This design comes from an exercise in tuning for small area and a short achievable clock period on the open sky130 flow, not from production work. Where RTL was checked, it was by simulation tests only, not by an equivalence proof against the original. The clock port is modelled as an ideal driver, which makes a skipped or thinned clock tree look cheaper than it is; a real chip needs a root buffer or a tree. Power figures rest on the tool's default switching activity, not on a simulated workload.

==> flow/design.v (excerpt) <==
module trace_monitor_top (
    input  wire logic                          clk,
    input  wire logic                          rst_n,
    input  wire logic [32-1:0]        pc,
    input  wire logic [32-1:0] instr,
    input  wire logic                          en,
    input  wire logic [3:0]                    ctrl_addr,
    input  wire logic [32-1:0]        ctrl_wdata,
    input  wire logic                          ctrl_write_enable,
    output logic                               tvalid,
    input  wire logic                          tready,
    output logic [(32 + 32 + 32)-1:0]       tdata,
    output logic                               tlast,
    output logic                               halt_cpu
);
    localparam int DEPTH = 8;
    localparam int RW    = (32 + 32 + 32) + 1;
    logic w_lo_en, w_hi_en, w_lo, w_hi, w_ts_en, w_te_en, w_ts, w_te;
    logic w_clr, w_hen, w_frc;
    always_comb begin
        w_lo_en = 1'b0; w_hi_en = 1'b0; w_lo = 1'b0; w_hi = 1'b0;
        w_ts_en = 1'b0; w_te_en = 1'b0; w_ts = 1'b0; w_te = 1'b0;
        w_clr = 1'b0; w_hen = 1'b0; w_frc = 1'b0;
        if (ctrl_write_enable) begin
            case (ctrl_addr)
                4'd0:  w_lo_en = 1'b1;
                4'd1:  w_hi_en = 1'b1;
                4'd2:  w_lo    = 1'b1;
                4'd3:  w_hi    = 1'b1;
                4'd4:  w_ts_en = 1'b1;
                4'd5:  w_te_en = 1'b1;
                4'd6:  w_ts    = 1'b1;
                4'd7:  w_te    = 1'b1;
                4'd8:  w_clr   = 1'b1;
                4'd9:  w_hen   = 1'b1;
                4'd10: w_frc   = 1'b1;
                default: ;
            endcase
        end
    end
    logic        lo_en, hi_en, ts_en, te_en, halt_en, forced, clr;
    logic        lo_wr, hi_wr, ts_wr, te_wr;
    logic [31:0] lo, hi, ts, te;
    logic        lo_en_n, hi_en_n, ts_en_n, te_en_n, halt_en_n, forced_n;
    logic        lo_wr_n, hi_wr_n;
    assign lo_en_n   = w_lo_en ? ctrl_wdata[0] : lo_en;
    assign hi_en_n   = w_hi_en ? ctrl_wdata[0] : hi_en;
  ...
Size: roughly 200 I/O pins.
==> flow/config.mk <==
export PLATFORM = sky130hd
export DESIGN_NAME = trace_monitor_top
export DESIGN_NICKNAME = trace_monitor_top
export VERILOG_FILES = /design/flow/design.v
export SDC_FILE = /design/flow/constraint.sdc
export NUM_CORES = 4
export LEC_CHECK = 0
export ABC_CLOCK_PERIOD_IN_PS = 1800
export CAP_MARGIN = 20
export CORE_MARGIN = 2
export CORE_UTILIZATION = 60
export SETUP_SLACK_MARGIN = 1.6
export SLEW_MARGIN = 20
==> flow/constraint.sdc <==
create_clock -name core_clock -period 3.5 [get_ports {clk}]
set_input_delay 0.7000 -clock core_clock [delete_from_list [all_inputs] [get_ports {clk}]]
set_output_delay 0.7000 -clock core_clock [all_outputs]
set_load 0.01 [all_outputs]
standard.sh (not shown) runs the stock make flow with config.mk's settings and CLKGATE_MAP_FILE= SYNTH_SCRIPT=/design/flow/synth_recipe.tcl, a recipe that flattens the netlist after the stock synthesis.
==> flow/flow/run.sh <==
#!/bin/bash
# Standard ORFS layout (the standard.sh, standard synthesis unchanged),
# with two changes:
#  - the port buffers are plain buf cells instead of the delay-cell buffer
#    that buffer_ports picks by default;
#  - the clock tree is built by flow/mcts_hook.tcl (run as the CTS step's
#    PRE_CTS_TCL hook): four root buffers on the clock port, each driving
#    leaf buffers of at most 30 flip-flops; the rest of the CTS step (timing
#    repair, legalisation) runs as usual.
# ORFS writes each tool's log under orfs/logs/; make's output goes to
# flow_make.log here.
set -euo pipefail
here=$(pwd)
export BUFFER_PORTS_ARGS="-buffer_cell sky130_fd_sc_hd__buf_2"
export MCTS_TCL="$here/flow/mcts.tcl"
export PRE_CTS_TCL="$here/flow/mcts_hook.tcl"
bash standard.sh finish > flow_make.log 2>&1
Other scripts of this flow, unchanged in this note and not shown: flow/flow/mcts.tcl, flow/flow/mcts_hook.tcl
Change:
--- a/flow/design.v
+++ b/flow/design.v
@@ -238,74 +238,69 @@
                 delta <= delta + 32'd1;
             cap_v    <= cap_v_n;
             cap_hold <= cap_v_n && full_n;
         end
     end
     always_ff @(posedge clk) begin
         if (!cap_hold)
             cap <= {s1_instr, s1_pc, delta, wf_q};
     end
     logic [DEPTH-1:0][RW-1:0] mem;
     logic [DEPTH-1:0]         wr_oh, rd_oh, wr_oh_n, rd_oh_n, we_q;
     logic [3:0]               count, count_n;
-    logic                     ne_q, pop, take_rdy, full_n, ne_n, tv_n, c7_q, c1_q;
+    logic                     ne_q, pop, take_rdy, full_n, tv_n;
     assign take_rdy = tv_n || tready;
     assign pop      = ne_q && take_rdy;
     always_comb begin
         count_n = count;
         if (push && !pop)
             count_n = count + 4'd1;
         else if (!push && pop)
             count_n = count - 4'd1;
     end
-    assign full_n  = !pop && (full_q || (c7_q && push));
-    assign ne_n    = push || (ne_q && !(c1_q && pop));
+    assign full_n  = (count_n == 4'(DEPTH));
     assign wr_oh_n = push ? {wr_oh[DEPTH-2:0], wr_oh[DEPTH-1]} : wr_oh;
     assign rd_oh_n = pop  ? {rd_oh[DEPTH-2:0], rd_oh[DEPTH-1]} : rd_oh;
     always_ff @(posedge clk or negedge rst_n) begin
         if (!rst_n) begin
             wr_oh    <= DEPTH'(1);
             rd_oh    <= DEPTH'(1);
             we_q     <= '0;
             count    <= '0;
             full_q   <= 1'b0;
             ne_q     <= 1'b0;
-            c7_q     <= 1'b0;
-            c1_q     <= 1'b0;
             halt_cpu <= 1'b0;
             tvalid   <= 1'b0;
             tv_n     <= 1'b1;
         end else begin
             wr_oh    <= wr_oh_n;
             rd_oh    <= rd_oh_n;
             we_q     <= (cap_v_n && !full_n) ? wr_oh_n : '0;
             count    <= count_n;
             full_q   <= full_n;
-            ne_q     <= ne_n;
-            c7_q     <= (count_n == 4'(DEPTH - 1));
-            c1_q     <= (count_n == 4'd1);
+            ne_q     <= (count_n != 4'd0);
             halt_cpu <= (halt_en_n && full_n) || forced_n;
             if (take_rdy) begin
                 tvalid <= ne_q;
                 tv_n   <= !ne_q;
             end
         end
     end
     always_ff @(posedge clk) begin
         for (int i = 0; i < DEPTH; i++) begin
             if (we_q[i])
                 mem[i] <= cap;
         end
     end
     logic [RW-1:0] out_q, out_d;
     always_comb begin
-        out_d = {RW{!take_rdy}} & out_q;
+        out_d = {RW{!pop}} & out_q;
         for (int i = 0; i < DEPTH; i++)
-            out_d = out_d | ({RW{take_rdy && rd_oh[i]}} & mem[i]);
+            out_d = out_d | ({RW{pop && rd_oh[i]}} & mem[i]);
     end
     always_ff @(posedge clk) begin
         out_q <= out_d;
     end
     assign tdata = out_q[RW-1:1];
     assign tlast = out_q[0];
 endmodule
 `default_nettype wire
=> Power increases by 1.1%; cell count is higher by 2.7%; sequential power stays flat; design area drops by 0.54%; combinational power came out higher by 12%.
The RTL of the first run of this note was laid out without a check of its function. No run of this note takes its clock network from TritonCTS; it comes from the design's own scripts or RTL.

==> what the ideal ports hide <==
The results above use ideal ports. As a check the final layouts listed here were re-extracted and re-timed, cells and wires unchanged.
Step 1 sets driving cells, clkbuf_16 on the clock port and buf_2 on the other inputs (assumed; they add their load-dependent delay and slew).
Step 2 adds t to the input delays and takes it off the output delays; t is the mean of the earliest and latest rising clock arrival at the registers after step 1. Input paths then give back, and output paths get back, about the clock's delay inside the block.
Three values: ideal, step 1, step 2; two values: the first two.
| run | t (ns) | setup WS [ns] | worst setup path at the end | worst register clock-pin slew, ns |
|---|---|---|---|---|
| the first run | 0.620 | 1.569 / 1.498 / 1.077 | input to register | 0.11 / 0.11 |
| the second run | 0.607 | 1.570 / 1.535 / 1.071 | input to register | 0.11 / 0.11 |
After both steps every run listed still meets setup and hold. For the second run, which loses most, drivers alone change the setup slack by -0.035 ns; drivers and shift together by -0.499 ns.
